What follows belongs to an exercise in optimizing a design on an open flow for small area, a short achievable clock period and few clock cycles; a production flow would make more cautious choices.
The RTL was checked by simulation tests, not by an equivalence proof against the original design.

==> flow/design.v <==
`default_nettype none
package lfts_pkg;
	localparam int YAW_W    = 16;
	localparam int TIME_W   = 32;
	localparam int ANGLE_W  = 9;
	localparam int PERIOD_W = 20;
	localparam int PROD_W   = 36;   
	localparam int THR_W    = 33;   
	localparam int HEAD_W   = 40;   
	localparam int PWR_W    = 8;
	localparam int CFG_IDX_W  = 2;
	localparam int CFG_DATA_W = 20;
	localparam logic [THR_W-1:0] HEADING_PER_DEG = THR_W'(16000000);
	localparam logic [ANGLE_W-1:0]  TURN_ANGLE_RST       = ANGLE_W'(72);
	localparam logic [ANGLE_W-1:0]  TURNAROUND_ANGLE_RST = ANGLE_W'(140);
	localparam logic [PERIOD_W-1:0] PERIOD_RST           = PERIOD_W'(10000);
	localparam logic signed [PWR_W-1:0] PWR_ZERO = PWR_W'(0);
	localparam logic signed [PWR_W-1:0] PWR_FWD  = PWR_W'(60);
	localparam logic signed [PWR_W-1:0] PWR_TURN = PWR_W'(70);
	localparam logic signed [PWR_W-1:0] PWR_BACK = 8'shBA;   
	localparam logic signed [PWR_W-1:0] PWR_CHK  = PWR_W'(50);
	typedef logic [2:0] mode_t;
	localparam logic [2:0] MODE_FWD        = 3'd0;
	localparam logic [2:0] MODE_LEFT       = 3'd1;
	localparam logic [2:0] MODE_CHECK      = 3'd2;
	localparam logic [2:0] MODE_RIGHT      = 3'd3;
	localparam logic [2:0] MODE_TURN90     = 3'd4;
	localparam logic [2:0] MODE_TURNAROUND = 3'd5;
	typedef logic [CFG_IDX_W-1:0] cfg_reg_t;
	localparam logic [CFG_IDX_W-1:0] REG_TURN_ANGLE       = 2'd0;
	localparam logic [CFG_IDX_W-1:0] REG_TURNAROUND_ANGLE = 2'd1;
	localparam logic [CFG_IDX_W-1:0] REG_PERIOD           = 2'd2;
	typedef struct packed {
		logic outer_left;
		logic inner_left;
		logic middle;
		logic inner_right;
		logic outer_right;
		logic park;
	} ir_t;
	typedef struct packed {
		ir_t  ir;
		logic turn_done;
		logic turnaround_done;
	} fsm_in_t;
	typedef struct packed {
		mode_t                   next_mode;
		logic                    clear_heading;
		logic signed [PWR_W-1:0] left_power;
		logic signed [PWR_W-1:0] right_power;
	} fsm_out_t;
	function automatic logic [THR_W-1:0] angle_thr(input logic [ANGLE_W-1:0] deg);
		angle_thr = THR_W'(deg) * HEADING_PER_DEG;
	endfunction
endpackage
`default_nettype wire
`default_nettype none
module lfts_mode_fsm
(
	input  wire [2:0] mode_i,
	input  wire [5:0] ir_i,          
	input  wire       turn_done_i,
	input  wire       back_done_i,
	output reg  [2:0] next_o,
	output reg        clr_o
);
	wire ol  = ir_i[5];
	wire il  = ir_i[4];
	wire mid = ir_i[3];
	wire irr = ir_i[2];
	wire orr = ir_i[1];
	wire pk  = ir_i[0];
	always @(*) begin
		next_o = mode_i;
		clr_o  = 1'b0;
		case (mode_i)
			lfts_pkg::MODE_LEFT: begin
				if (!ol && !il && mid && !irr && !orr) begin
					next_o = lfts_pkg::MODE_FWD;
					clr_o  = 1'b1;
				end
			end
			lfts_pkg::MODE_RIGHT: begin
				if (mid) begin
					next_o = lfts_pkg::MODE_FWD;
					clr_o  = 1'b1;
				end
			end
			lfts_pkg::MODE_TURN90: begin
				if (turn_done_i) begin
					next_o = lfts_pkg::MODE_CHECK;
					clr_o  = 1'b1;
				end
			end
			lfts_pkg::MODE_TURNAROUND: begin
				if (back_done_i) begin
					next_o = lfts_pkg::MODE_CHECK;
					clr_o  = 1'b1;
				end
			end
			lfts_pkg::MODE_CHECK: begin
				if (mid) next_o = lfts_pkg::MODE_FWD;
				if (il)  next_o = lfts_pkg::MODE_RIGHT;
				if (irr) next_o = lfts_pkg::MODE_LEFT;
			end
			default: begin
				next_o = lfts_pkg::MODE_FWD;
				if (!il && !mid && irr && !pk) next_o = lfts_pkg::MODE_LEFT;
				if (il && !mid && !irr && !pk) next_o = lfts_pkg::MODE_RIGHT;
				if (ol && il && mid && irr && orr && !pk) next_o = lfts_pkg::MODE_TURN90;
				if (!ol && !il && !mid && !irr && !orr && !pk) next_o = lfts_pkg::MODE_TURNAROUND;
			end
		endcase
	end
endmodule
module lfts_add #(
	parameter int W = 8
) (
	input  wire [W-1:0] a,
	input  wire [W-1:0] b,
	input  wire         ci,
	output wire [W-1:0] s,
	output wire         co
);
	function automatic int levels(input int n);
		levels = 0;
		while ((1 << levels) <= n) levels++;
	endfunction
	localparam int L = levels(W);
	logic [W:0] g [L+1];
	logic [W:0] p [L+1];
	always_comb begin
		g[0] = {a & b, ci};
		p[0] = {a ^ b, 1'b0};
		for (int l = 0; l < L; l++) begin
			for (int i = 0; i <= W; i++) begin
				if ((i >> l) & 1) begin
					g[l+1][i] = g[l][i] | (p[l][i] & g[l][((i >> l) << l) - 1]);
					p[l+1][i] = p[l][i] & p[l][((i >> l) << l) - 1];
				end else begin
					g[l+1][i] = g[l][i];
					p[l+1][i] = p[l][i];
				end
			end
		end
	end
	assign s  = p[0][W:1] ^ g[L][W-1:0];
	assign co = g[L][W];
endmodule
module lfts_booth_array
(
	input  wire [15:0] y,
	input  wire [5:0]  one,
	input  wire [5:0]  two,
	input  wire [4:0]  neg,
	output wire [25:0] ra,
	output wire [25:0] rb
);
	wire [16:0] y1 = {y[15], y};
	wire [16:0] y2 = {y, 1'b0};
	wire [16:0] x0 = (({17{one[0]}} & y1) | ({17{two[0]}} & y2)) ^ {17{neg[0]}};
	wire [16:0] x1 = (({17{one[1]}} & y1) | ({17{two[1]}} & y2)) ^ {17{neg[1]}};
	wire [16:0] x2 = (({17{one[2]}} & y1) | ({17{two[2]}} & y2)) ^ {17{neg[2]}};
	wire [16:0] x3 = (({17{one[3]}} & y1) | ({17{two[3]}} & y2)) ^ {17{neg[3]}};
	wire [16:0] x4 = (({17{one[4]}} & y1) | ({17{two[4]}} & y2)) ^ {17{neg[4]}};
	wire [15:0] x5 = {16{one[5]}} & y;
	wire t1 = x0[6] ^ x1[4];
	wire t2 = x0[6] & x1[4];
	wire t3 = x0[7] ^ x1[5];
	wire t4 = x0[7] & x1[5];
	wire t5 = x0[8] ^ x1[6] ^ x2[4];
	wire t6 = (x0[8] & x1[6]) | (x2[4] & (x0[8] ^ x1[6]));
	wire t7 = x3[2] ^ x4[0];
	wire t8 = x3[2] & x4[0];
	wire t9 = x0[9] ^ x1[7] ^ x2[5];
	wire t10 = (x0[9] & x1[7]) | (x2[5] & (x0[9] ^ x1[7]));
	wire t11 = x3[3] ^ x4[1];
	wire t12 = x3[3] & x4[1];
	wire t13 = x0[10] ^ x1[8] ^ x2[6];
	wire t14 = (x0[10] & x1[8]) | (x2[6] & (x0[10] ^ x1[8]));
	wire t15 = x3[4] ^ x4[2] ^ x5[0];
	wire t16 = (x3[4] & x4[2]) | (x5[0] & (x3[4] ^ x4[2]));
	wire t17 = x0[11] ^ x1[9] ^ x2[7];
	wire t18 = (x0[11] & x1[9]) | (x2[7] & (x0[11] ^ x1[9]));
	wire t19 = x3[5] ^ x4[3] ^ x5[1];
	wire t20 = (x3[5] & x4[3]) | (x5[1] & (x3[5] ^ x4[3]));
	wire t21 = x0[12] ^ x1[10] ^ x2[8];
	wire t22 = (x0[12] & x1[10]) | (x2[8] & (x0[12] ^ x1[10]));
	wire t23 = x3[6] ^ x4[4] ^ x5[2];
	wire t24 = (x3[6] & x4[4]) | (x5[2] & (x3[6] ^ x4[4]));
	wire t25 = x0[13] ^ x1[11] ^ x2[9];
	wire t26 = (x0[13] & x1[11]) | (x2[9] & (x0[13] ^ x1[11]));
	wire t27 = x3[7] ^ x4[5] ^ x5[3];
	wire t28 = (x3[7] & x4[5]) | (x5[3] & (x3[7] ^ x4[5]));
	wire t29 = x0[14] ^ x1[12] ^ x2[10];
	wire t30 = (x0[14] & x1[12]) | (x2[10] & (x0[14] ^ x1[12]));
	wire t31 = x3[8] ^ x4[6] ^ x5[4];
	wire t32 = (x3[8] & x4[6]) | (x5[4] & (x3[8] ^ x4[6]));
	wire t33 = x0[15] ^ x1[13] ^ x2[11];
	wire t34 = (x0[15] & x1[13]) | (x2[11] & (x0[15] ^ x1[13]));
	wire t35 = x3[9] ^ x4[7] ^ x5[5];
	wire t36 = (x3[9] & x4[7]) | (x5[5] & (x3[9] ^ x4[7]));
	wire t37 = x1[14] ^ x2[12] ^ x3[10];
	wire t38 = (x1[14] & x2[12]) | (x3[10] & (x1[14] ^ x2[12]));
	wire t39 = x4[8] ^ x5[6] ^ x0[16];
	wire t40 = (x4[8] & x5[6]) | (x0[16] & (x4[8] ^ x5[6]));
	wire t41 = x1[15] ^ x2[13] ^ x3[11];
	wire t42 = (x1[15] & x2[13]) | (x3[11] & (x1[15] ^ x2[13]));
	wire t43 = x4[9] ^ x5[7] ^ x0[16];
	wire t44 = (x4[9] & x5[7]) | (x0[16] & (x4[9] ^ x5[7]));
	wire t45 = ~x1[16] ^ x2[14] ^ x3[12];
	wire t46 = (~x1[16] & x2[14]) | (x3[12] & (~x1[16] ^ x2[14]));
	wire t47 = x4[10] ^ x5[8] ^ ~x0[16];
	wire t48 = (x4[10] & x5[8]) | (~x0[16] & (x4[10] ^ x5[8]));
	wire t49 = x2[15] ^ x3[13] ^ x4[11];
	wire t50 = (x2[15] & x3[13]) | (x4[11] & (x2[15] ^ x3[13]));
	wire t51 = x5[9] ^ 1'b1;
	wire t52 = x5[9] & 1'b1;
	wire t53 = ~x2[16] ^ x3[14] ^ x4[12];
	wire t54 = (~x2[16] & x3[14]) | (x4[12] & (~x2[16] ^ x3[14]));
	wire t55 = x3[15] ^ x4[13];
	wire t56 = x3[15] & x4[13];
	wire t57 = x0[4] ^ x1[2];
	wire t58 = x0[4] & x1[2];
	wire t59 = x0[5] ^ x1[3];
	wire t60 = x0[5] & x1[3];
	wire t61 = x2[2] ^ x3[0] ^ neg[3];
	wire t62 = (x2[2] & x3[0]) | (neg[3] & (x2[2] ^ x3[0]));
	wire t63 = x2[3] ^ x3[1] ^ t2;
	wire t64 = (x2[3] & x3[1]) | (t2 & (x2[3] ^ x3[1]));
	wire t65 = neg[4] ^ t4 ^ t5;
	wire t66 = (neg[4] & t4) | (t5 & (neg[4] ^ t4));
	wire t67 = t6 ^ t8 ^ t9;
	wire t68 = (t6 & t8) | (t9 & (t6 ^ t8));
	wire t69 = t10 ^ t12 ^ t13;
	wire t70 = (t10 & t12) | (t13 & (t10 ^ t12));
	wire t71 = t14 ^ t16 ^ t17;
	wire t72 = (t14 & t16) | (t17 & (t14 ^ t16));
	wire t73 = t18 ^ t20 ^ t21;
	wire t74 = (t18 & t20) | (t21 & (t18 ^ t20));
	wire t75 = t22 ^ t24 ^ t25;
	wire t76 = (t22 & t24) | (t25 & (t22 ^ t24));
	wire t77 = t26 ^ t28 ^ t29;
	wire t78 = (t26 & t28) | (t29 & (t26 ^ t28));
	wire t79 = t30 ^ t32 ^ t33;
	wire t80 = (t30 & t32) | (t33 & (t30 ^ t32));
	wire t81 = t34 ^ t36 ^ t37;
	wire t82 = (t34 & t36) | (t37 & (t34 ^ t36));
	wire t83 = t38 ^ t40 ^ t41;
	wire t84 = (t38 & t40) | (t41 & (t38 ^ t40));
	wire t85 = t42 ^ t44 ^ t45;
	wire t86 = (t42 & t44) | (t45 & (t42 ^ t44));
	wire t87 = t46 ^ t48 ^ t49;
	wire t88 = (t46 & t48) | (t49 & (t46 ^ t48));
	wire t89 = x5[10] ^ t50 ^ t52;
	wire t90 = (x5[10] & t50) | (t52 & (x5[10] ^ t50));
	wire t91 = x5[11] ^ 1'b1 ^ t54;
	wire t92 = (x5[11] & 1'b1) | (t54 & (x5[11] ^ 1'b1));
	wire t93 = ~x3[16] ^ x4[14] ^ x5[12];
	wire t94 = (~x3[16] & x4[14]) | (x5[12] & (~x3[16] ^ x4[14]));
	wire t95 = x4[15] ^ x5[13];
	wire t96 = x4[15] & x5[13];
	wire t97 = x0[2] ^ x1[0];
	wire t98 = x0[2] & x1[0];
	wire t99 = x0[3] ^ x1[1];
	wire t100 = x0[3] & x1[1];
	wire t101 = x2[0] ^ neg[2] ^ t57;
	wire t102 = (x2[0] & neg[2]) | (t57 & (x2[0] ^ neg[2]));
	wire t103 = x2[1] ^ t58 ^ t59;
	wire t104 = (x2[1] & t58) | (t59 & (x2[1] ^ t58));
	wire t105 = t1 ^ t60 ^ t61;
	wire t106 = (t1 & t60) | (t61 & (t1 ^ t60));
	wire t107 = t3 ^ t62 ^ t63;
	wire t108 = (t3 & t62) | (t63 & (t3 ^ t62));
	wire t109 = t7 ^ t64 ^ t65;
	wire t110 = (t7 & t64) | (t65 & (t7 ^ t64));
	wire t111 = t11 ^ t66 ^ t67;
	wire t112 = (t11 & t66) | (t67 & (t11 ^ t66));
	wire t113 = t15 ^ t68 ^ t69;
	wire t114 = (t15 & t68) | (t69 & (t15 ^ t68));
	wire t115 = t19 ^ t70 ^ t71;
	wire t116 = (t19 & t70) | (t71 & (t19 ^ t70));
	wire t117 = t23 ^ t72 ^ t73;
	wire t118 = (t23 & t72) | (t73 & (t23 ^ t72));
	wire t119 = t27 ^ t74 ^ t75;
	wire t120 = (t27 & t74) | (t75 & (t27 ^ t74));
	wire t121 = t31 ^ t76 ^ t77;
	wire t122 = (t31 & t76) | (t77 & (t31 ^ t76));
	wire t123 = t35 ^ t78 ^ t79;
	wire t124 = (t35 & t78) | (t79 & (t35 ^ t78));
	wire t125 = t39 ^ t80 ^ t81;
	wire t126 = (t39 & t80) | (t81 & (t39 ^ t80));
	wire t127 = t43 ^ t82 ^ t83;
	wire t128 = (t43 & t82) | (t83 & (t43 ^ t82));
	wire t129 = t47 ^ t84 ^ t85;
	wire t130 = (t47 & t84) | (t85 & (t47 ^ t84));
	wire t131 = t51 ^ t86 ^ t87;
	wire t132 = (t51 & t86) | (t87 & (t51 ^ t86));
	wire t133 = t53 ^ t88 ^ t89;
	wire t134 = (t53 & t88) | (t89 & (t53 ^ t88));
	wire t135 = t55 ^ t90 ^ t91;
	wire t136 = (t55 & t90) | (t91 & (t55 ^ t90));
	wire t137 = t56 ^ t92 ^ t93;
	wire t138 = (t56 & t92) | (t93 & (t56 ^ t92));
	wire t139 = 1'b1 ^ t94 ^ t95;
	wire t140 = (1'b1 & t94) | (t95 & (1'b1 ^ t94));
	wire t141 = ~x4[16] ^ x5[14] ^ t96;
	wire t142 = (~x4[16] & x5[14]) | (t96 & (~x4[16] ^ x5[14]));
	assign ra = {~x5[15], t140, t138, t136, t134, t132, t130, t128, t126, t124, t122, t120, t118, t116, t114, t112, t110, t108, t106, t104, t102, t100, t98, neg[1], x0[1], x0[0]};
	assign rb = {t142, t141, t139, t137, t135, t133, t131, t129, t127, t125, t123, t121, t119, t117, t115, t113, t111, t109, t107, t105, t103, t101, t99, t97, 1'b0, neg[0]};
endmodule
`default_nettype wire
`default_nettype none
module line_follower_turn_sequencer
(
	input  wire                clk,
	input  wire                arst_n,
	input  wire                in_valid,
	output wire                in_ready,
	input  wire                in_ir_outer_left,
	input  wire                in_ir_inner_left,
	input  wire                in_ir_middle,
	input  wire                in_ir_inner_right,
	input  wire                in_ir_outer_right,
	input  wire                in_ir_park,
	input  wire signed [15:0]  in_yaw_rate,
	input  wire [31:0]         in_time_us,
	output wire                out_valid,
	input  wire                out_ready,
	output wire signed [7:0]   out_left_power,
	output wire signed [7:0]   out_right_power,
	output wire [2:0]          out_next_mode,
	input  wire                cfg_valid,
	output wire                cfg_ready,
	input  wire [1:0]          cfg_reg_index,
	input  wire [19:0]         cfg_wdata
);
	localparam int CAP = 7;     
	localparam int QD  = 6;     
	localparam int QA  = 3;     
	localparam logic [22:0] DEG_UNIT = 23'd15625;   
	logic [19:0] period_q;
	logic [22:0] thr_t_q;
	logic [22:0] thr_b_q;
	logic        cfg_ready_q;
	logic        wr_angle;
	assign wr_angle  = cfg_valid && cfg_ready_q && !cfg_reg_index[1];
	assign cfg_ready = cfg_ready_q;
	always_ff @(posedge clk or negedge arst_n) begin
		if (!arst_n) begin
			period_q    <= lfts_pkg::PERIOD_RST;
			cfg_ready_q <= 1'b1;
		end else begin
			cfg_ready_q <= !wr_angle;
			if (cfg_valid && cfg_ready_q && cfg_reg_index == lfts_pkg::REG_PERIOD) period_q <= cfg_wdata;
		end
	end
	logic [3:0] occ_q;
	logic       in_ready_q;
	logic       out_valid_q;
	logic       accept, pop;
	logic [3:0] occ_nx;
	assign accept   = in_valid && in_ready_q;
	assign pop      = out_valid_q && out_ready;
	assign occ_nx   = (accept == pop) ? occ_q : accept ? occ_q + 4'd1 : occ_q - 4'd1;
	assign in_ready = in_ready_q;
	always_ff @(posedge clk or negedge arst_n) begin
		if (!arst_n) begin
			occ_q      <= '0;
			in_ready_q <= 1'b1;
		end else begin
			occ_q      <= occ_nx;
			in_ready_q <= occ_nx < 4'(CAP) && !wr_angle;
		end
	end
	logic        v1, v2, v3, v4, v5;
	logic        cm1, cm2, cm3, cm4;    
	logic [5:0]  ir1, ir2, ir3, ir4;
	logic [31:0] t1;
	logic        int2, int3, int4;
	always_ff @(posedge clk or negedge arst_n) begin
		if (!arst_n) begin
			v1 <= 1'b0; v2 <= 1'b0; v3 <= 1'b0; v4 <= 1'b0; v5 <= 1'b0;
			cm1 <= 1'b0; cm2 <= 1'b0; cm3 <= 1'b0; cm4 <= 1'b0;
		end else begin
			v1 <= accept; v2 <= v1; v3 <= v2; v4 <= v3; v5 <= v4;
			cm1 <= wr_angle; cm2 <= cm1; cm3 <= cm2; cm4 <= cm3;
		end
	end
	always_ff @(posedge clk) begin
		ir1 <= wr_angle ? {5'd0, cfg_reg_index[0]}
			: {in_ir_outer_left, in_ir_inner_left, in_ir_middle,
			   in_ir_inner_right, in_ir_outer_right, in_ir_park};
		t1  <= in_time_us;
	end
	logic        pend_q;
	logic [31:0] last_q;
	logic        lo_ge, lo_due, hi_ne0, hi_ne1, due;
	logic [21:0] xu, xv, xs;
	logic        x_co, lo_co;
	logic [19:0] lo_s;
	logic [11:0] dh;
	logic        dh_co;
	always_comb begin
		xu = {2'b00, t1[19:0]} ^ {2'b11, ~last_q[19:0]} ^ {2'b11, ~period_q};
		xv = ({2'b00, t1[19:0]} & {2'b11, ~last_q[19:0]})
			| ({2'b00, t1[19:0]} & {2'b11, ~period_q})
			| ({2'b11, ~last_q[19:0]} & {2'b11, ~period_q});
	end
	lfts_add #(.W(22)) u_x  (.a(xu), .b({xv[20:0], 1'b1}), .ci(1'b1), .s(xs), .co(x_co));
	lfts_add #(.W(20)) u_lo (.a(t1[19:0]), .b(~last_q[19:0]), .ci(1'b1), .s(lo_s), .co(lo_co));
	lfts_add #(.W(12)) u_hi (.a(t1[31:20]), .b(~last_q[31:20]), .ci(1'b1), .s(dh), .co(dh_co));
	assign lo_ge  = lo_co;                        
	assign lo_due = lo_ge ? !xs[21] : (xs[21:20] != 2'b10);
	assign hi_ne0 = t1[31:20] != last_q[31:20];
	assign hi_ne1 = dh != 12'd1;
	assign due    = (lo_ge ? hi_ne0 : hi_ne1) || lo_due;
	always_ff @(posedge clk or negedge arst_n) begin
		if (!arst_n) begin
			pend_q <= 1'b0;
			last_q <= '0;
		end else if (v1) begin
			if (pend_q) begin
				last_q <= t1;
				pend_q <= 1'b0;
			end else if (due) begin
				pend_q <= 1'b1;
			end
		end
	end
	always_ff @(posedge clk) begin
		int2 <= pend_q; ir2 <= ir1;
		int3 <= int2;   ir3 <= ir2;
		int4 <= int3;   ir4 <= ir3;
	end
	function automatic logic [17:0] digits(input logic [9:0] half);
		logic [12:0] x;
		logic [5:0]  one, two, neg;
		x = {2'b00, half, 1'b0};
		for (int i = 0; i < 6; i++) begin
			one[i] = x[2*i+1] ^ x[2*i];
			two[i] = (x[2*i+2] & ~x[2*i+1] & ~x[2*i]) | (~x[2*i+2] & x[2*i+1] & x[2*i]);
			neg[i] = x[2*i+2];
		end
		digits = {one, two, neg};
	endfunction
	logic        hi_next;
	logic [15:0] ya_q;
	logic [17:0] da_q;
	logic        hi_a_q;    
	logic [25:0] ra, rb, ra_q, rb_q;
	logic [25:0] r_q, bsum, addend, bu, bv;
	logic [9:0]  lo10_q;
	logic [15:0] ad_q;
	logic        b_co;
	assign hi_next = (v1 && pend_q) || cm1;
	always_ff @(posedge clk) begin
		if (!hi_next) ya_q <= wr_angle ? {7'd0, cfg_wdata[8:0]} : in_yaw_rate;
		if (hi_next)  da_q <= digits(cm1 ? 10'(DEG_UNIT >> 10) : period_q[19:10]);
		else          da_q <= digits(wr_angle ? 10'(DEG_UNIT) : period_q[9:0]);
	end
	lfts_booth_array u_arr (
		.y   (ya_q),
		.one (da_q[17:12]),
		.two (da_q[11:6]),
		.neg (da_q[4:0]),
		.ra  (ra),
		.rb  (rb)
	);
	assign addend = {{10{ad_q[15]}}, ad_q};
	assign bu     = ra_q ^ rb_q ^ addend;
	assign bv     = (ra_q & rb_q) | (ra_q & addend) | (rb_q & addend);
	lfts_add #(.W(26)) u_b (.a(bu), .b({bv[24:0], 1'b0}), .ci(1'b0), .s(bsum), .co(b_co));
	always_ff @(posedge clk or negedge arst_n) begin
		if (!arst_n) begin
			hi_a_q <= 1'b0;
		end else begin
			hi_a_q <= hi_next;
		end
	end
	always_ff @(posedge clk) begin
		ra_q   <= ra;
		rb_q   <= rb;
		r_q    <= bsum;
		ad_q   <= hi_a_q ? bsum[25:10] : 16'd0;
		lo10_q <= r_q[9:0];
	end
	logic [2:0]         mode_q;
	logic signed [39:0] head_q;
	logic               ft_q, fb_q;
	logic               ct, cb;
	logic [2:0]         next_m;
	logic               clr_m;
	logic [35:0]        step;
	logic [40:0]        hsum;
	logic [39:0]        hsat;
	logic               h_co;
	assign ct = !head_q[39] && (head_q[38:10] >= {6'd0, thr_t_q});
	assign cb = !head_q[39] && (head_q[38:10] >= {6'd0, thr_b_q});
	lfts_mode_fsm u_fsm (
		.mode_i (mode_q), .ir_i (ir4),
		.turn_done_i (int4 ? ft_q : ct), .back_done_i (int4 ? fb_q : cb),
		.next_o (next_m), .clr_o (clr_m)
	);
	assign step = {r_q, lo10_q};
	lfts_add #(.W(41)) u_h (
		.a ({head_q[39], head_q}), .b ({{5{step[35]}}, step}), .ci (1'b0),
		.s (hsum), .co (h_co)
	);
	always_comb begin
		if (hsum[40] != hsum[39]) hsat = hsum[40] ? {1'b1, 39'd0} : {1'b0, {39{1'b1}}};
		else                      hsat = hsum[39:0];
	end
	always_ff @(posedge clk or negedge arst_n) begin
		if (!arst_n) begin
			mode_q  <= lfts_pkg::MODE_FWD;
			head_q  <= '0;
			ft_q    <= 1'b0;
			fb_q    <= 1'b0;
			thr_t_q <= 23'(lfts_pkg::TURN_ANGLE_RST) * DEG_UNIT;
			thr_b_q <= 23'(lfts_pkg::TURNAROUND_ANGLE_RST) * DEG_UNIT;
		end else begin
			ft_q <= ct;
			fb_q <= cb;
			if (cm4 && !ir4[0]) thr_t_q <= step[22:0];
			if (cm4 &&  ir4[0]) thr_b_q <= step[22:0];
			if (v4) begin
				mode_q <= next_m;
				if (int4) begin
					head_q <= clr_m ? {{4{step[35]}}, step} : hsat;
				end else begin
					if (clr_m) begin
						head_q <= '0;
						ft_q   <= thr_t_q == 23'd0;
						fb_q   <= thr_b_q == 23'd0;
					end
				end
			end
		end
	end
	logic [2:0]    q_mem [QD];
	logic [QA-1:0] q_wp, q_rp;
	logic [QA:0]   q_cnt;
	logic [2:0]    out_next_q;
	logic [7:0]    out_l_q, out_r_q;
	logic          load, from_q, q_wr;
	logic [2:0]    load_next;
	logic [7:0]    dec_l, dec_r;
	assign load      = !out_valid_q || out_ready;
	assign from_q    = q_cnt != 0;
	assign q_wr      = v5 && (!load || from_q);
	assign load_next = from_q ? q_mem[q_rp] : mode_q;
	always_comb begin
		case (out_next_q)
			lfts_pkg::MODE_LEFT:       begin dec_l = lfts_pkg::PWR_FWD;  dec_r = lfts_pkg::PWR_ZERO; end
			lfts_pkg::MODE_RIGHT:      begin dec_l = lfts_pkg::PWR_ZERO; dec_r = lfts_pkg::PWR_FWD;  end
			lfts_pkg::MODE_TURN90:     begin dec_l = lfts_pkg::PWR_ZERO; dec_r = lfts_pkg::PWR_TURN; end
			lfts_pkg::MODE_TURNAROUND: begin dec_l = lfts_pkg::PWR_BACK; dec_r = lfts_pkg::PWR_TURN; end
			lfts_pkg::MODE_CHECK:      begin dec_l = lfts_pkg::PWR_CHK;  dec_r = lfts_pkg::PWR_CHK;  end
			default:                   begin dec_l = lfts_pkg::PWR_FWD;  dec_r = lfts_pkg::PWR_FWD;  end
		endcase
	end
	always_ff @(posedge clk or negedge arst_n) begin
		if (!arst_n) begin
			out_valid_q <= 1'b0;
			out_next_q  <= lfts_pkg::MODE_FWD;
			q_wp        <= '0;
			q_rp        <= '0;
			q_cnt       <= '0;
		end else begin
			if (load) begin
				if (from_q || v5) begin
					out_valid_q <= 1'b1;
					out_next_q  <= load_next;
				end else begin
					out_valid_q <= 1'b0;
				end
			end
			if (q_wr) q_wp <= (q_wp == QA'(QD - 1)) ? '0 : q_wp + 1'b1;
			if (load && from_q) q_rp <= (q_rp == QA'(QD - 1)) ? '0 : q_rp + 1'b1;
			if (q_wr && !(load && from_q)) q_cnt <= q_cnt + 1'b1;
			else if (!q_wr && load && from_q) q_cnt <= q_cnt - 1'b1;
		end
	end
	always_ff @(posedge clk) begin
		if (v5) q_mem[q_wp] <= mode_q;    
		if (load && (from_q || v5)) begin
			out_l_q <= dec_l;
			out_r_q <= dec_r;
		end
	end
	assign out_valid       = out_valid_q;
	assign out_left_power  = out_l_q;
	assign out_right_power = out_r_q;
	assign out_next_mode   = out_next_q;
endmodule
`default_nettype wire
==> flow/run.sh <==
#!/bin/bash
# synth_recipe.tcl (not shown) runs the flow's synth.tcl, then flattens the netlist and writes it again
# the make line also repeats each setting of config.mk as NAME=value (left out here)
make -C /OpenROAD-flow-scripts/flow DESIGN_CONFIG=/design/flow/config.mk WORK_HOME=/design/flow/orfs CLKGATE_MAP_FILE= SYNTH_SCRIPT=/design/flow/synth_recipe.tcl finish
==> flow/config.mk <==
export PLATFORM = sky130hd
export DESIGN_NAME = line_follower_turn_sequencer
export DESIGN_NICKNAME = line_follower_turn_sequencer
export VERILOG_FILES = /design/flow/design.v
export SDC_FILE = /design/flow/constraint.sdc
export NUM_CORES = 4
export LEC_CHECK = 0
export CAP_MARGIN = 20
export CORE_MARGIN = 2
export CORE_UTILIZATION = 60
export SETUP_SLACK_MARGIN = 4.8
export SLEW_MARGIN = 20
==> flow/constraint.sdc <==
create_clock -name core_clock -period 8.0 [get_ports {clk}]
set_input_delay 1.6000 -clock core_clock [delete_from_list [all_inputs] [get_ports {clk}]]
set_output_delay 1.6000 -clock core_clock [all_outputs]
set_load 0.01 [all_outputs]
==> results of run 1 <==
==> routing by layer <==
| metal | vias to the layer above | share of wire | GRT usage | wire length (um) |
|---|---|---|---|---|
| met5 | - | 0 | 0 | 0 |
| li1 | 7719 | - | - | - |
| met1 | 7993 | 0.43 | 0.358 | 23100 |
| met2 | 457 | 0.50 | 0.485 | 26900 |
| met4 | 0 | 0.027 | 0.0951 | 1440 |
| met3 | 102 | 0.048 | 0.0375 | 2600 |
==> cell families (layout without fill, tap and decap cells) <==
kind of cell / Yosys count / in the layout / share of synthesized area
AND/OR/NAND/NOR: 490 / 494 / 0.102
AO/OA/AOI/OAI: 478 / 481 / 0.145
flip-flops: 395 / 395 / 0.406
buffers and inverters: 298 / 417 / 0.0534
adder cells (fa/ha/maj): 289 / 289 / 0.196
XOR/XNOR: 157 / 157 / 0.0603
multiplexers: 73 / 73 / 0.0373
other: 1 / 4 / 0.000165
==> layout by cell type (no fill, tap or decap), types with 8 or more instances in the layout <==
cell	synthesis	routed
dfxtp_1	177	164
o21bai_1	9	9
edfxtp_1	44	44
dfstp_2	23	23
clkbuf_8	0	13
buf_4	11	43
a21o_1	40	40
nand3_1	39	38
dfrtp_1	151	140
nand4_1	19	19
nor4_1	16	13
nor3_1	27	25
dfxtp_2	0	10
clkbuf_1	82	9
a21oi_1	106	98
o21a_1	12	12
nor2_1	71	69
clkbuf_16	0	46
ha_1	176	164
nor2b_1	16	14
nand2b_1	18	18
ha_4	0	10
o22ai_1	9	9
dfrtp_2	0	11
xor2_1	72	71
clkdlybuf4s50_1	0	94
and3_1	14	13
mux2_2	65	65
and2_1	38	37
a21oi_2	2	8
a22oi_1	76	76
xnor2_1	85	83
a31oi_1	10	8
fa_1	113	110
a22oi_2	29	29
inv_1	193	189
o21ai_0	109	105
nand2_1	208	206
==> final cells by class <==
cell class                      count  area (um^2)  area share
Timing Repair Buffer              146         1390      0.0526
Tap cell                          511          639      0.0242
Clock buffer                       67         1350      0.0512
Inverter                          193          724      0.0275
Clock inverter                     11          126     0.00479
Multi-Input combinational cell   1498        12900       0.488
Sequential cell                   395         9290       0.352
==> worst max-delay path by stage <==
stage,endpoint,slack (ns),cells past startpoint,from
2_1_floorplan,ad_q[13],4.83,11,ad_q[15]
3_3_place_gp,head_q[18],4.02,8,head_q[33]
3_5_place_dp,head_q[18],3.89,8,head_q[33]
4_1_cts,head_q[1],4.78,7,head_q[33]
5_1_grt,pend_q,4.63,13,last_q[23]
6_report,pend_q,4.78,12,period_q[1]
==> state kept, by name (all words and copies together), names as in the netlist, 10 cells and up <==
name      count
da_q         15
r_q          26
rb_q         25
thr_b_q      23
period_q     20
q_mem        18
t1           32
ad_q         16
last_q       32
head_q       40
thr_t_q      23
ya_q         16
lo10_q       10
ra_q         26
==> repair_timing <==
action	4_1_cts	5_1_grt
pin swaps	7	40
hold endpoints to repair	0	0
gates cloned	5	2
resized for setup	57	54
endpoints found under the setup margin	68	54
buffers inserted	10	30
==> flow_metrics.py, run 1 <==
metrics = {
    "worst_setup_path": {
        "ff2ff_path_depth": 12,
        "cp_common_cell": "o21a_1",
        "r2r_start": "period_q[1]",
        "crit_slowest_cell": "fa_1",
        "path_buf_inv": 1,
        "cp-start-kind": "register",
        "required_ns": 8.45,
        "critPathMaxStageDelay_ns": 0.54,
        "timing.rr.end": "pend_q",
        "cp.arrival_ns": 3.67,
        "rrSetupSlack_ns": 4.78,
        "path_delay_family": "compound AO/OA/AOI/OAI gates",
        "critPathCaptureType": "register",
        "crit_fanout": 7,
        "crit_type": "register to register",
        "worstPathCellList": "fa_1 -> inv_1 -> ha_1 -> o21a_1 -> o21a_1 -> o21a_1 -> o21a_1 -> o21ai_0 -> a21oi_1 -> o21ai_0 -> o2111ai_1 -> o211a_1",
    },
    "job": {
        "maxCapViolations": 0,
    },
    "route": {
        "vias_per_cell": 5.77,
        "dr.first_iter.drc_count": 1104,
        "vias": 16271,
        "firstDrtPassIters": 6,
        "wire_per_inst_um": 19.1,
        "finalWirelength_mm": 54.0,
        "drc": 0,
        "ant_nets": 0,
    },
    "clock_tree": {
        "cts.sinks": 395,
        "clkTransAtPathRegs_ns": 0.06,
        "hold_buffers": 0,
        "cts_root_buf": "clkbuf_16",
        "tritoncts": "yes",
        "ctsHtreeMaxLevel": 2,
        "clockBufferDepth": 3,
        "clk_latency_ns": 0.57,
        "cts_buffers": 43,
    },
    "placement": {
        "hpwl_mm": 38.0,
        "globalplace.congestion": 0.949,
        "dp_cells": 2696,
        "place_area_um2": 24000,
        "pre_cts_ws_ns": 3.89,
        "place.port_buffers": 98,
    },
    "final_layout": {
        "fin_util": 0.702,
        "area_delta_synth_final_pct": 15.7,
        "fillers": 2884,
        "antenna_cells": 0,
        "drive_gt1_frac": 0.149,
        "finalNonFillerCells": 2821,
        "final_nets": 2647,
        "postLayoutCellArea_um2": 26400,
    },
    "yosys": {
        "syn_area_um2": 22800,
        "synthCells": 2181,
        "yosys.area.top_type": "dfrtp_1",
        "synth_commonest_cells": "nand2_1, inv_1, dfxtp_1, ha_1, dfrtp_1",
        "ys.flop_type": "dfxtp_1",
        "synth.avg_cell_area_um2": 10.4,
        "ys_types": 83,
        "post-synth-top-count-cell": "nand2_1",
        "synth_edf_count": 44,
        "synth_top_cell_area_share": 0.166,
        "yosys_warnings": 17,
        "ys_top_cells_by_area": "dfrtp_1, dfxtp_1, fa_1",
        "synth_seq_area_share": 0.406,
        "synth_seq_cells": 395,
        "async_reset_ff_frac": 0.441,
    },
    "hold_path": {
        "holdCritPathClass": "register to register",
        "hold_end": "int3",
        "holdPathStages": 0,
        "hold_start": "int2",
    },
    "timing": {
        "skew_ns": 0.0209,
        "finalSetupViolCount": 0,
        "fin_crit_sh": 0.403,
        "max_slew_margin": 0.279,
        "finalWorstSetupSlack_ns": 4.78,
        "report.final.hold_viol_count": 0,
        "finalCriticalPeriod_ns": 3.22,
        "slew_viol_final": 0,
        "tns_ns": 0,
        "whs_ns": 0.325,
        "max_freq_mhz": 310,
        "grt_setup_unrepaired": "yes",
        "worst_pin_slew_ns": 1.08,
    },
    "floorplan": {
        "die_h_um": 199,
        "fp.dieArea_um2": 39600,
        "start_util": 0.606,
        "placementRows": 71,
        "coreArea_um2": 37600,
        "pin_count": 103,
        "die_x_um": 199,
    },
    "grt": {
        "grt_max_degree": 107,
        "antenna_found_initial": 0,
        "grt_overflow": 0,
        "grt_pass1_vias": 16388,
        "grt_pass1_wl_mm": 86.2,
        "track_usage": 0.279,
    },
    "run_status": {
        "outcome": "finished clean",
    },
}
Testbench counts, summed over its fixed seeds: cycles 35,495.
==> run 2: changes to the inputs <==
--- a/flow/config.mk
+++ b/flow/config.mk
@@ -7,6 +7,6 @@
 export LEC_CHECK = 0
 export CAP_MARGIN = 20
 export CORE_MARGIN = 2
-export CORE_UTILIZATION = 60
+export CORE_UTILIZATION = 40
 export SETUP_SLACK_MARGIN = 4.8
 export SLEW_MARGIN = 20
==> flow_metrics.py, run 2 <==
metrics = {
    "final_layout": {
        "layout_commonest_cell": "nand2_1",
        "top_register": "head_q",
        "multiInputGateArea_um2": 12800,
        "fillers": 5196,
        "area_delta_synth_final_pct": 18.4,
        "final_cell_mix": "nand2_1, inv_1, ha_1, dfxtp_1, dfrtp_1",
        "final-seq-area_um2": 9300,
        "final_nets": 2658,
        "largest_register_ffs": 40,
        "fin_util": 0.479,
        "drive_gt1_frac": 0.160,
        "largest_registers": "head_q x40, last_q x32, t1 x32",
    },
    "clock_tree": {
        "clkTransAtPathRegs_ns": 0.06,
        "cts.sinks": 395,
        "cts_buffers": 46,
        "ctsHtreeMaxLevel": 2,
        "clk_latency_ns": 0.60,
        "hold_buffers": 0,
        "clockBufferDepth": 3,
        "tritoncts": "yes",
        "cts_root_buf": "clkbuf_16",
    },
    "yosys": {
        "async_reset_ff_frac": 0.441,
        "ys_top_cells_by_area": "dfrtp_1, dfxtp_1, fa_1",
        "synth_top_cell_area_share": 0.166,
        "synth_seq_area_share": 0.406,
        "yosys_warnings": 17,
        "ys.flop_type": "dfxtp_1",
        "yosys.area.top_type": "dfrtp_1",
        "synth.avg_cell_area_um2": 10.4,
        "synth_edf_count": 44,
        "post-synth-top-count-cell": "nand2_1",
        "synth_commonest_cells": "nand2_1, inv_1, dfxtp_1, ha_1, dfrtp_1",
        "synthCells": 2181,
        "synth_seq_cells": 395,
        "syn_area_um2": 22800,
        "ys_types": 83,
    },
    "worst_setup_path": {
        "worstPathCellList": "ha_4 -> and4_4 -> and3_1 -> or4b_4 -> a21oi_4 -> o211ai_1 -> a211o_2 -> o211a_4 -> and2_4 -> buf_12 -> a22oi_2",
        "ff2ff_path_depth": 11,
        "crit_slowest_cell": "or4b_4",
        "critPathCaptureType": "register",
        "cp.arrival_ns": 3.76,
        "cp-start-kind": "register",
        "r2r_start": "head_q[14]",
        "crit_type": "register to register",
        "critPathMaxStageDelay_ns": 0.54,
        "required_ns": 8.50,
        "rrSetupSlack_ns": 4.74,
        "crit_fanout": 9,
        "timing.rr.end": "head_q[23]",
    },
    "timing": {
        "fin_crit_sh": 0.407,
        "max_freq_mhz": 307,
        "report.final.hold_viol_count": 0,
        "finalSetupViolCount": 0,
        "tns_ns": 0,
        "grt_setup_unrepaired": "yes",
        "skew_ns": 0.0305,
        "worst_pin_slew_ns": 1.08,
        "finalCriticalPeriod_ns": 3.26,
        "slew_viol_final": 0,
        "max_slew_margin": 0.280,
    },
    "route": {
        "drt-met1-wl_mm": 24.8,
        "firstDrtPassIters": 5,
        "wl_met2_mm": 26.7,
        "wire_per_inst_um": 18.3,
        "dr_wl_met3_mm": 3.00,
        "vias_per_cell": 5.28,
        "dr.first_iter.drc_count": 970,
        "drc": 0,
        "finalWirelength_mm": 56.3,
        "ant_nets": 0,
        "vias": 16283,
        "top_layer": "met4",
    },
    "grt": {
        "antenna_found_initial": 2,
        "grt_max_degree": 108,
        "grt_overflow": 0,
        "grt_pass1_vias": 16558,
        "grt_pass1_wl_mm": 89.2,
        "track_usage": 0.188,
    },
    "floorplan": {
        "start_util": 0.404,
        "placementRows": 87,
        "pin_count": 103,
        "die_x_um": 243,
        "fp.dieArea_um2": 58900,
        "coreArea_um2": 56400,
        "die_h_um": 243,
    },
    "placement": {
        "globalplace.congestion": 0.886,
        "hpwl_mm": 39.4,
        "place.port_buffers": 98,
    },
    "job": {
        "maxCapViolations": 0,
    },
    "hold_path": {
        "holdCritPathClass": "register to register",
        "hold_start": "ir3[2]",
        "hold_end": "ir4[2]",
        "holdPathStages": 0,
    },
    "run_status": {
        "outcome": "finished clean",
    },
}
## run 2: cell counts after synthesis
Identical to the previous run, type by type.
## run 2: final cells by class
cell class,instances,share of cell area
flip-flops and latches,395,0.345
multi-input cells,1497,0.476
well taps,756,0.0351
inverters,193,0.0270
repair buffers,155,0.0541
diodes,1,0.0000927
clock inverters,23,0.0117
clock buffers,62,0.0514
## run 2: repair_timing
action,CTS,global route
gates cloned,3,3
buffers inserted,20,29
gates resized for setup,66,51
endpoints found under the setup margin,89,54
pin swaps,11,27
## run 2: cell families after synthesis
| group | after synthesis | synth area share |
|---|---|---|
| compound gates | 478 | 0.145 |
| xor+xnor | 157 | 0.0603 |
| fa+ha+maj | 289 | 0.196 |
| buf+inv | 298 | 0.0534 |
| flops | 395 | 0.406 |
| mux | 73 | 0.0373 |
| other cells | 1 | 0.000165 |
| simple gates | 490 | 0.102 |
## run 2: metal layers
| layer | global-route usage | up-vias |
|---|---|---|
| li1 | - | 7742 |
| met1 | 0.246 | 7952 |
| met2 | 0.315 | 468 |
| met3 | 0.0282 | 121 |
| met4 | 0.0673 | 0 |
| met5 | 0 | - |
## run 2: metrics by stage
stage / instances / cell area (um^2) / hold slack, ns / worst slack [ns]
finish: 3082 / 27000 / 0.324 / 4.74
floorplan: 2184 / 22800 / 0.310 / 4.83
global route: 3082 / 27000 / 0.333 / 4.63
CTS: 3048 / 26500 / 0.326 / 4.76
detailed placement: 2940 / 24300 / 0.312 / 4.24
global placement: 2939 / 24300 / 0.311 / 3.89
## run 2: worst max path at each step
stage / start / end / cells past startpoint
2_1_floorplan: ad_q[15] / ad_q[13] / 11
3_3_place_gp: head_q[33] / head_q[28] / 8
3_5_place_dp: head_q[33] / head_q[22] / 8
4_1_cts: r_q[1] / head_q[30] / 10
5_1_grt: head_q[2] / head_q[23] / 11
6_report: head_q[14] / head_q[23] / 11
## run 2: worst max-delay path: cells and delay by family (launching register included)
| family | cells | cell delay (ns) |
|---|---|---|
| compound gates | 5 | 1.19 |
| simple gates | 4 | 1.10 |
| flops | 1 | 0.43 |
| fa+ha+maj | 1 | 0.29 |
| buf+inv | 1 | 0.16 |
==> run 3: changes to the inputs <==
--- a/flow/config.mk
+++ b/flow/config.mk
@@ -7,6 +7,6 @@
 export LEC_CHECK = 0
 export CAP_MARGIN = 20
 export CORE_MARGIN = 2
-export CORE_UTILIZATION = 40
-export SETUP_SLACK_MARGIN = 4.8
+export CORE_UTILIZATION = 75
+export SETUP_SLACK_MARGIN = 4.7
 export SLEW_MARGIN = 20
==> flow_metrics.py, run 3 <==
metrics = {
    "run_status": {
        "outcome": "finished clean",
    },
    "worst_setup_path": {
        "ff2ff_path_depth": 12,
        "critPathCaptureType": "register",
        "required_ns": 8.46,
        "crit_fanout": 7,
        "cp-start-kind": "register",
        "cp.arrival_ns": 3.87,
        "crit_type": "register to register",
    },
    "yosys": {
        "synthCells": 2181,
        "syn_area_um2": 22800,
        "synth_top_cell_area_share": 0.166,
        "post-synth-top-count-cell": "nand2_1",
        "synth_edf_count": 44,
        "synth_seq_cells": 395,
        "ys_top_cells_by_area": "dfrtp_1, dfxtp_1, fa_1",
        "synth_seq_area_share": 0.406,
        "synth.avg_cell_area_um2": 10.4,
        "yosys.area.top_type": "dfrtp_1",
        "synth_commonest_cells": "nand2_1, inv_1, dfxtp_1, ha_1, dfrtp_1",
        "ys.flop_type": "dfxtp_1",
        "ys_types": 83,
        "async_reset_ff_frac": 0.441,
        "yosys_warnings": 17,
    },
    "timing": {
        "skew_ns": 0.0160,
        "grt_setup_unrepaired": "yes",
        "finalSetupViolCount": 0,
        "finalCriticalPeriod_ns": 3.41,
        "fin_crit_sh": 0.426,
        "max_slew_margin": 0.293,
        "tns_ns": 0,
        "finalWorstSetupSlack_ns": 4.59,
        "worst_pin_slew_ns": 1.06,
        "slew_viol_final": 0,
        "report.final.hold_viol_count": 0,
        "max_freq_mhz": 294,
    },
    "route": {
        "dr.first_iter.drc_count": 1910,
        "wire_per_inst_um": 22.3,
        "firstDrtPassIters": 9,
        "ant_nets": 0,
        "vias_per_cell": 6.52,
        "finalWirelength_mm": 59.9,
        "vias": 17538,
        "drc": 0,
    },
    "final_layout": {
        "postLayoutCellArea_um2": 26200,
        "largest_registers": "head_q x40, last_q x32, t1 x32",
        "drive_gt1_frac": 0.139,
        "fin_util": 0.878,
        "fillers": 1438,
        "final_nets": 2637,
        "top_register": "head_q",
        "layout_commonest_cell": "nand2_1",
        "final_cell_mix": "nand2_1, inv_1, dfxtp_1, ha_1, dfrtp_1",
        "final-seq-area_um2": 9280,
        "largest_register_ffs": 40,
        "multiInputGateArea_um2": 12800,
        "area_delta_synth_final_pct": 14.8,
    },
    "grt": {
        "grt_max_degree": 103,
        "grt_pass1_wl_mm": 93.2,
        "grt_pass1_vias": 17885,
        "grt_overflow": 0,
        "track_usage": 0.378,
        "antenna_found_initial": 0,
    },
    "floorplan": {
        "fp.dieArea_um2": 31800,
        "coreArea_um2": 29800,
        "die_h_um": 178,
        "pin_count": 103,
        "placementRows": 63,
        "start_util": 0.765,
        "die_x_um": 178,
    },
    "hold_path": {
        "holdCritPathClass": "register to register",
        "holdPathStages": 0,
    },
    "clock_tree": {
        "tritoncts": "yes",
        "clkTransAtPathRegs_ns": 0.06,
        "clk_latency_ns": 0.54,
        "cts_buffers": 41,
        "cts_root_buf": "clkbuf_16",
        "ctsHtreeMaxLevel": 2,
        "cts.sinks": 395,
        "clockBufferDepth": 3,
    },
    "placement": {
        "place_area_um2": 23800,
        "place.port_buffers": 98,
        "globalplace.congestion": 0.986,
        "pre_cts_ws_ns": 3.97,
        "hpwl_mm": 38.8,
    },
    "job": {
        "maxCapViolations": 0,
    },
}
-- run 3: metal layers --
layer / global-route usage / share of wire / vias to the layer above
li1: - / - / 7713
met3: 0.0642 / 0.083 / 275
met4: 0.193 / 0.057 / 0
met5: 0 / 0 / -
met2: 0.668 / 0.50 / 975
met1: 0.442 / 0.36 / 8575
-- run 3: cell families after synthesis --
group / share of synthesized area
other: 0.000165
and+or+nand+nor: 0.102
xor gates and xnor gates: 0.0603
AOI/OAI and AO/OA: 0.145
buffers and inverters: 0.0534
DFF: 0.406
muxes: 0.0373
adders and majority gates: 0.196
-- run 3: final timing paths --
path                                 start         end  slack [ns]
worst max-delay path            head_q[16]  head_q[27]        4.59
worst min-delay path                ir1[2]      ir2[2]        0.33
worst max register to register  head_q[16]  head_q[27]        4.59
worst min register to register      ir1[2]      ir2[2]        0.33
max in group asynchronous           arst_n      hi_a_q        5.25
min in group asynchronous           arst_n     q_rp[0]        1.14
-- run 3: final cells by class --
cell class | count | share of cell area
antenna | 1 | 0.0000956
clock buffer | 49 | 0.0419
clock inverter | 25 | 0.0162
inverter | 193 | 0.0277
multi-input combinational | 1497 | 0.489
sequential | 395 | 0.354
tap | 390 | 0.0186
timing repair buffer | 139 | 0.0525
-- run 3: what timing repair did --
| item | in CTS | in global routing |
|---|---|---|
| gates cloned | 5 | 2 |
| setup endpoints to repair | 84 | 52 |
| buffers inserted | 9 | 26 |
| pin swaps | 5 | 26 |
| hold buffers | 0 | 0 |
| gates resized for setup | 36 | 53 |
-- run 3: stage by stage --
| stage | hold slack [ns] | std cells |
|---|---|---|
| after global placement | 0.312 | 2571 |
| final | 0.327 | 2689 |
| after floorplan | 0.310 | 2184 |
| after global routing | 0.334 | 2688 |
| after detailed placement | 0.313 | 2571 |
| after CTS | 0.327 | 2659 |
-- run 3: worst max-delay path, cell delays in order, from the launching register on --
cell	delay (ns)
dfrtp_2	0.47
ha_4	0.29
a21oi_4	0.18
o21ai_4	0.11
a221o_1	0.42
a211o_1	0.40
o211ai_1	0.31
a211o_1	0.33
buf_6	0.13
and2_4	0.25
clkbuf_16	0.20
nand3_1	0.08
a22oi_2	0.15
==> run 4: changes to the inputs <==
--- a/flow/design.v
+++ b/flow/design.v
@@ -447,11 +447,10 @@
 	logic        hi_next;
 	logic [15:0] ya_q;
 	logic [17:0] da_q;
-	logic        hi_a_q;    
+	logic        hi_a_q, hi_b_q;    
 	logic [25:0] ra, rb, ra_q, rb_q;
 	logic [25:0] r_q, bsum, addend, bu, bv;
 	logic [9:0]  lo10_q;
-	logic [15:0] ad_q;
 	logic        b_co;
 	assign hi_next = (v1 && pend_q) || cm1;
 	always_ff @(posedge clk) begin
@@ -467,22 +466,23 @@
 		.ra  (ra),
 		.rb  (rb)
 	);
-	assign addend = {{10{ad_q[15]}}, ad_q};
+	assign addend = hi_b_q ? {{10{r_q[25]}}, r_q[25:10]} : 26'd0;
 	assign bu     = ra_q ^ rb_q ^ addend;
 	assign bv     = (ra_q & rb_q) | (ra_q & addend) | (rb_q & addend);
 	lfts_add #(.W(26)) u_b (.a(bu), .b({bv[24:0], 1'b0}), .ci(1'b0), .s(bsum), .co(b_co));
 	always_ff @(posedge clk or negedge arst_n) begin
 		if (!arst_n) begin
 			hi_a_q <= 1'b0;
+			hi_b_q <= 1'b0;
 		end else begin
 			hi_a_q <= hi_next;
+			hi_b_q <= hi_a_q;
 		end
 	end
 	always_ff @(posedge clk) begin
 		ra_q   <= ra;
 		rb_q   <= rb;
 		r_q    <= bsum;
-		ad_q   <= hi_a_q ? bsum[25:10] : 16'd0;
 		lo10_q <= r_q[9:0];
 	end
 	logic [2:0]         mode_q;
--- a/flow/config.mk
+++ b/flow/config.mk
@@ -7,6 +7,6 @@
 export LEC_CHECK = 0
 export CAP_MARGIN = 20
 export CORE_MARGIN = 2
-export CORE_UTILIZATION = 75
-export SETUP_SLACK_MARGIN = 4.7
+export CORE_UTILIZATION = 65
+export SETUP_SLACK_MARGIN = 4.5
 export SLEW_MARGIN = 20
==> flow_metrics.py, run 4 <==
metrics = {
    "yosys": {
        "synth_top_cell_area_share": 0.173,
        "synth_top_family_by_area": "adder cells",
        "yosys.area.top_type": "dfrtp_1",
        "synth_xor_area_frac": 0.0612,
        "synth_edf_count": 44,
        "synth_seq_area_share": 0.407,
        "yosys_warnings": 17,
        "post-synth-top-count-cell": "inv_1",
        "synthMuxAreaShare": 0.0390,
        "syn_area_um2": 22000,
        "ys.flop_type": "dfxtp_1",
        "ys_types": 80,
        "synth_fa_ha_area_frac": 0.203,
        "synth_commonest_cells": "inv_1, ha_1, nand2_1, dfxtp_1, dfrtp_1",
        "async_reset_ff_frac": 0.461,
        "ys_top_cells_by_area": "dfrtp_1, dfxtp_1, fa_1",
        "synth_compound_area_frac": 0.138,
        "synthCells": 2091,
        "yosys.area_share.simple": 0.101,
        "synth.avg_cell_area_um2": 10.5,
        "synth_seq_cells": 380,
    },
    "timing": {
        "finalCriticalPeriod_ns": 3.49,
        "max_freq_mhz": 287,
        "fin_crit_sh": 0.436,
        "whs_ns": 0.325,
        "skew_ns": 0.0133,
        "finalSetupViolCount": 0,
        "tns_ns": 0,
        "finalWorstSetupSlack_ns": 4.51,
        "worst_pin_slew_ns": 1.13,
        "report.final.hold_viol_count": 0,
        "slew_viol_final": 0,
        "max_slew_margin": 0.249,
        "grt_setup_unrepaired": "yes",
    },
    "worst_setup_path": {
        "cp-start-kind": "register",
        "path_delay_family": "compound AO/OA/AOI/OAI gates",
        "path_buf_inv": 2,
        "crit_fanout": 12,
        "critPathMaxStageDelay_ns": 0.55,
        "cp.arrival_ns": 3.96,
        "crit_slowest_cell": "dfstp_2",
        "worstPathCellList": "inv_1 -> ha_1 -> a2111oi_2 -> o221ai_2 -> a32oi_1 -> o211ai_2 -> mux2i_2 -> o311ai_4 -> buf_4 -> nor2_1 -> nand2_2 -> o21ai_0",
        "crit_type": "register to register",
        "required_ns": 8.47,
        "critPathCaptureType": "register",
    },
    "final_layout": {
        "final_cell_mix": "inv_1, ha_1, nand2_1, dfxtp_1, dfrtp_1",
        "fillers": 2294,
        "layout_commonest_cell": "inv_1",
        "finalNonFillerCells": 2650,
        "area_delta_synth_final_pct": 14.2,
        "largest_register_ffs": 40,
        "top_register": "head_q",
        "final_nets": 2538,
        "largest_registers": "head_q x40, last_q x32, t1 x32",
        "antenna_cells": 0,
        "drive_gt1_frac": 0.126,
    },
    "hold_path": {
        "holdCritPathClass": "register to register",
    },
    "clock_tree": {
        "ctsHtreeMaxLevel": 2,
        "tritoncts": "yes",
        "cts_buffers": 42,
        "cts_root_buf": "clkbuf_16",
        "clk_latency_ns": 0.57,
        "clockBufferDepth": 3,
        "cts.sinks": 380,
        "clkTransAtPathRegs_ns": 0.06,
        "hold_buffers": 0,
    },
    "grt": {
        "track_usage": 0.292,
        "grt_pass1_vias": 16161,
        "grt_pass1_wl_mm": 82.3,
        "grt_max_degree": 102,
        "grt_overflow": 0,
        "antenna_found_initial": 0,
    },
    "route": {
        "finalWirelength_mm": 51.4,
        "vias_per_cell": 5.92,
        "dr.first_iter.drc_count": 1099,
        "ant_nets": 0,
        "vias": 15684,
        "drc": 0,
        "firstDrtPassIters": 6,
        "wire_per_inst_um": 19.4,
    },
    "placement": {
        "globalplace.congestion": 0.914,
        "dp_cells": 2550,
        "hpwl_mm": 36.5,
        "place.port_buffers": 98,
        "pre_cts_ws_ns": 3.55,
    },
    "run_status": {
        "outcome": "finished clean",
    },
    "floorplan": {
        "pin_count": 103,
        "start_util": 0.658,
        "placementRows": 67,
        "die_h_um": 188,
        "fp.dieArea_um2": 35400,
        "die_x_um": 188,
        "coreArea_um2": 33400,
    },
    "job": {
        "maxCapViolations": 0,
    },
}
run 4: cell types whose count changed after synthesis, moves of 7 or more:
cell      delta
nand2_1     -45
a22oi_2     -29
nor2_1      +23
o22ai_1     +23
o21ai_0     -20
a211oi_2    +17
a21oi_1     -17
dfxtp_1     -16
a32oi_1     +15
a21o_1      -12
xnor2_1      -9
nor3_1       +7
run 4: per-stage QoR:
stage          utilization  instance area (um^2)
2_1_floorplan            -                 22000
3_3_place_gp         0.694                 23200
5_1_grt              0.752                 25200
6_report             0.752                 25200
3_5_place_dp         0.694                 23200
4_1_cts              0.743                 24900
run 4: path summary, 6_finish.rpt:
check | from | endpoint | slack, ns | cells after the start
setup reg to reg | thr_t_q[20] | head_q[21] | 4.51 | 12
min in group asynchronous | arst_n | out_valid_q | 0.91 | 1
setup / recovery | thr_t_q[20] | head_q[21] | 4.51 | 12
hold reg to reg | ir1[2] | ir2[2] | 0.33 | 0
hold / removal | ir1[2] | ir2[2] | 0.33 | 0
max in group asynchronous | arst_n | head_q[27] | 5.78 | 2
run 4: final cells by class:
class / instances / area [um^2] / share of cell area
clock buffer: 57 / 1200 / 0.0476
clock inverter: 21 / 235 / 0.00935
inverter: 188 / 706 / 0.0280
multi-input combinational: 1428 / 12200 / 0.485
sequential: 380 / 8960 / 0.356
tap: 448 / 561 / 0.0223
timing repair buffer: 128 / 1290 / 0.0513
run 4: timing repair:
action,CTS,global route
gates resized for setup,28,32
cloned,1,1
pin swaps,7,16
endpoints found under the hold margin,0,0
setup endpoints to repair,50,47
setup buffers,9,10
run 4: cells by family (layout without fill, tap and decap cells):
kind of cell	Yosys count	after routing
and+or+nand+nor	464	464
muxes	74	74
other	1	4
AOI/OAI and AO/OA	442	443
xor gates and xnor gates	154	154
adders and majority gates	289	289
buffers and inverters	287	394
DFF	380	380
run 4: worst register-to-register path: cells and delay by family (launching register included):
family	cells	cell delay, ns
simple gates	2	0.52
flops	1	0.55
mux	1	0.27
compound gates	6	1.46
fa+ha+maj	1	0.33
buf+inv	2	0.27
run 4: routing by layer:
layer / wire length, um / share of wire / up-vias / global-route usage
met5: 0 / 0 / - / 0
met4: 2120 / 0.041 / 0 / 0.129
met3: 2540 / 0.049 / 130 / 0.0337
met2: 25400 / 0.49 / 482 / 0.505
met1: 21400 / 0.42 / 7692 / 0.370
li1: - / - / 7380 / -
Testbench counts of run 4, summed over its fixed seeds: cycles 35,495.
==> run 5: changes to the inputs <==
--- a/flow/design.v
+++ b/flow/design.v
@@ -486,17 +486,17 @@
 		lo10_q <= r_q[9:0];
 	end
 	logic [2:0]         mode_q;
-	logic signed [39:0] head_q;
+	logic signed [40:0] head_q;    
 	logic               ft_q, fb_q;
 	logic               ct, cb;
 	logic [2:0]         next_m;
 	logic               clr_m;
 	logic [35:0]        step;
 	logic [40:0]        hsum;
-	logic [39:0]        hsat;
+	logic [40:0]        hsat;
 	logic               h_co;
-	assign ct = !head_q[39] && (head_q[38:10] >= {6'd0, thr_t_q});
-	assign cb = !head_q[39] && (head_q[38:10] >= {6'd0, thr_b_q});
+	assign ct = !head_q[40] && (head_q[39:10] >= {7'd0, thr_t_q});
+	assign cb = !head_q[40] && (head_q[39:10] >= {7'd0, thr_b_q});
 	lfts_mode_fsm u_fsm (
 		.mode_i (mode_q), .ir_i (ir4),
 		.turn_done_i (int4 ? ft_q : ct), .back_done_i (int4 ? fb_q : cb),
@@ -504,12 +504,12 @@
 	);
 	assign step = {r_q, lo10_q};
 	lfts_add #(.W(41)) u_h (
-		.a ({head_q[39], head_q}), .b ({{5{step[35]}}, step}), .ci (1'b0),
+		.a ({head_q[39], head_q[39:0]}), .b ({{5{step[35]}}, step}), .ci (1'b0),
 		.s (hsum), .co (h_co)
 	);
 	always_comb begin
-		if (hsum[40] != hsum[39]) hsat = hsum[40] ? {1'b1, 39'd0} : {1'b0, {39{1'b1}}};
-		else                      hsat = hsum[39:0];
+		if (head_q[40] != head_q[39]) hsat = head_q[40] ? {2'b11, 39'd0} : {2'b00, {39{1'b1}}};
+		else                          hsat = head_q;
 	end
 	always_ff @(posedge clk or negedge arst_n) begin
 		if (!arst_n) begin
@@ -524,17 +524,17 @@
 			fb_q <= cb;
 			if (cm4 && !ir4[0]) thr_t_q <= step[22:0];
 			if (cm4 &&  ir4[0]) thr_b_q <= step[22:0];
-			if (v4) begin
+			if (v4 && int4) begin
 				mode_q <= next_m;
-				if (int4) begin
-					head_q <= clr_m ? {{4{step[35]}}, step} : hsat;
-				end else begin
-					if (clr_m) begin
-						head_q <= '0;
-						ft_q   <= thr_t_q == 23'd0;
-						fb_q   <= thr_b_q == 23'd0;
-					end
-				end
+				head_q <= clr_m ? {{5{step[35]}}, step} : hsum;
+			end else if (v4 && clr_m) begin
+				mode_q <= next_m;
+				head_q <= '0;
+				ft_q   <= thr_t_q == 23'd0;
+				fb_q   <= thr_b_q == 23'd0;
+			end else begin
+				if (v4) mode_q <= next_m;
+				head_q <= hsat;
 			end
 		end
 	end
--- a/flow/config.mk
+++ b/flow/config.mk
@@ -7,6 +7,6 @@
 export LEC_CHECK = 0
 export CAP_MARGIN = 20
 export CORE_MARGIN = 2
-export CORE_UTILIZATION = 65
-export SETUP_SLACK_MARGIN = 4.5
+export CORE_UTILIZATION = 60
+export SETUP_SLACK_MARGIN = 4.9
 export SLEW_MARGIN = 20
==> flow_metrics.py, run 5 <==
metrics = {
    "run_status": {
        "outcome": "finished clean",
    },
    "job": {
        "maxCapViolations": 0,
    },
    "route": {
        "finalWirelength_mm": 50.3,
        "drc": 0,
        "ant_nets": 0,
        "vias_per_cell": 5.75,
        "firstDrtPassIters": 7,
        "dr.first_iter.drc_count": 891,
    },
    "final_layout": {
        "area_delta_synth_final_pct": 17.4,
        "largest_registers": "head_q x41, last_q x32, t1 x32",
        "final_nets": 2542,
        "finalNonFillerCells": 2675,
        "drive_gt1_frac": 0.159,
        "largest_register_ffs": 41,
        "fin_util": 0.712,
        "antenna_cells": 0,
        "fillers": 2737,
    },
    "worst_setup_path": {
        "timing.rr.end": "r_q[16]",
        "crit_end": "r_q[16]",
        "r2r_start": "hi_b_q",
        "rrSetupSlack_ns": 4.71,
        "cp.arrival_ns": 3.74,
        "startpoint": "hi_b_q",
        "crit_fanout": 8,
        "crit_type": "register to register",
        "cp-start-kind": "register",
    },
    "clock_tree": {
        "cts_root_buf": "clkbuf_16",
        "cts_buffers": 43,
        "ctsHtreeMaxLevel": 2,
        "cts.sinks": 381,
        "clk_latency_ns": 0.58,
        "clkTransAtPathRegs_ns": 0.06,
        "clockBufferDepth": 3,
        "tritoncts": "yes",
    },
    "timing": {
        "slew_viol_final": 0,
        "finalSetupViolCount": 0,
        "worst_pin_slew_ns": 1.34,
        "tns_ns": 0,
        "report.final.hold_viol_count": 0,
        "finalCriticalPeriod_ns": 3.29,
        "max_freq_mhz": 304,
        "fin_crit_sh": 0.411,
    },
    "yosys": {
        "synth_commonest_cells": "inv_1, ha_1, dfxtp_1, dfrtp_1, nand2_1",
        "async_reset_ff_frac": 0.462,
        "synthCells": 2076,
        "synth_seq_area_share": 0.406,
        "ys_types": 76,
        "syn_area_um2": 22100,
        "ys_top_cells_by_area": "dfrtp_1, dfxtp_1, fa_1",
        "synth_seq_cells": 381,
        "ys.flop_type": "dfxtp_1",
        "yosys_warnings": 17,
        "synth.avg_cell_area_um2": 10.6,
        "synth_top_cell_area_share": 0.173,
        "post-synth-top-count-cell": "inv_1",
    },
    "grt": {
        "grt_overflow": 0,
        "grt_max_degree": 112,
        "antenna_found_initial": 0,
        "grt_pass1_wl_mm": 81.1,
        "track_usage": 0.265,
    },
    "placement": {
        "globalplace.congestion": 0.916,
        "hpwl_mm": 35.2,
        "dp_cells": 2549,
    },
    "floorplan": {
        "die_h_um": 196,
        "die_x_um": 196,
        "fp.dieArea_um2": 38400,
        "pin_count": 103,
    },
}
## run 5: worst min path at each step
stage | slack (ns) | to | start | cells past startpoint
2_1_floorplan | 0.31 | int3 | int2 | 0
6_report | 0.33 | ir3[4] | ir2[4] | 0
3_3_place_gp | 0.31 | ir2[2] | ir1[2] | 0
3_5_place_dp | 0.31 | ir2[3] | ir1[3] | 0
5_1_grt | 0.33 | ir2[4] | ir1[4] | 0
4_1_cts | 0.33 | ir3[3] | ir2[3] | 0
## run 5: critical path, stage by stage, from the launching register on
cell	delay (ns)
dfrtp_2	0.47
and2_4	0.16
fa_1	0.46
fa_2	0.37
a21oi_2	0.13
nor2b_1	0.07
a311o_1	0.41
nand3_2	0.11
nand2_1	0.07
and2_4	0.18
a21oi_2	0.15
inv_1	0.08
fa_2	0.33
xor2_1	0.16
## run 5: cell type report
type	count	area, um^2	share of cell area
clock inverters	15	245	0.00946
repair buffers	147	1560	0.0603
flip-flops and latches	381	9010	0.347
multi-input cells	1420	12500	0.483
inverters	179	676	0.0261
clock buffers	65	1330	0.0511
well taps	468	586	0.0226
## run 5: stage by stage
stage / setup WS, ns / cell area (um^2)
2_1_floorplan: 4.90 / 22100
3_3_place_gp: 4.25 / 23300
3_5_place_dp: 4.14 / 23300
4_1_cts: 4.67 / 25200
5_1_grt: 4.56 / 25900
6_report: 4.71 / 25900
## run 5: timing repair
| item | 4_1_cts | 5_1_grt |
|---|---|---|
| resized for setup | 42 | 88 |
| cloned | 4 | 4 |
| buffers inserted | 15 | 23 |
| hold endpoints to repair | 0 | 0 |
| pin swaps | 14 | 55 |
| hold buffers | 0 | 0 |
| endpoints found under the setup margin | 61 | 68 |
## run 5: kinds of logic (layout without fill, tap and decap cells)
| group | Yosys count | after routing | share of synthesized area |
|---|---|---|---|
| simple gates | 454 | 458 | 0.0990 |
| compound gates | 415 | 416 | 0.129 |
| flops | 381 | 381 | 0.406 |
| fa+ha+maj | 289 | 289 | 0.202 |
| buf+inv | 283 | 406 | 0.0525 |
| xor+xnor | 161 | 161 | 0.0638 |
| mux | 92 | 92 | 0.0474 |
| other cells | 1 | 4 | 0.000170 |
## run 5: metal layers
metal | wire length (um) | GRT usage
met4 | 1720 | 0.100
met5 | 0 | 0
met2 | 24600 | 0.456
met3 | 2200 | 0.0409
met1 | 21800 | 0.339
Testbench counts of run 5, summed over its fixed seeds: cycles 35,495.

[re-timing with driven ports]
In the flow no input, the clock included, has a driving cell. The finished layouts below were timed again as built, in two steps.
Step 1, drivers: a clkbuf_16 drives clk and a buf_2 each remaining input, both assumed.
Step 2 also shifts input and output timing later by t, the mid clock arrival at the registers, as if the neighbouring blocks saw the same clock.
Slacks: ideal / step 1 / step 2; pairs: ideal / step 1.
run | t, ns | setup WS [ns] | worst setup path after step 2 | latest minus earliest clock arrival (ns) | cell pins on the clock port's net
run 1 | 0.613 | 4.776 / 4.776 / 4.350 | input to register | 0.023 / 0.023 | 1
run 2 | 0.637 | 4.743 / 4.743 / 4.320 | input to register | 0.031 / 0.032 | 1
run 3 | 0.593 | 4.593 / 4.593 / 4.294 | input to register | 0.016 / 0.017 | 1
run 4 | 0.617 | 4.515 / 4.515 / 4.257 | input to register | 0.016 / 0.015 | 1
run 5 | 0.622 | 4.712 / 4.712 / 4.412 | input to register | 0.019 / 0.020 | 1
After both steps every run listed still meets setup and hold. The setup slack of run 1, which loses most, moves by 0.000 ns with the drivers and by -0.426 ns with both steps.
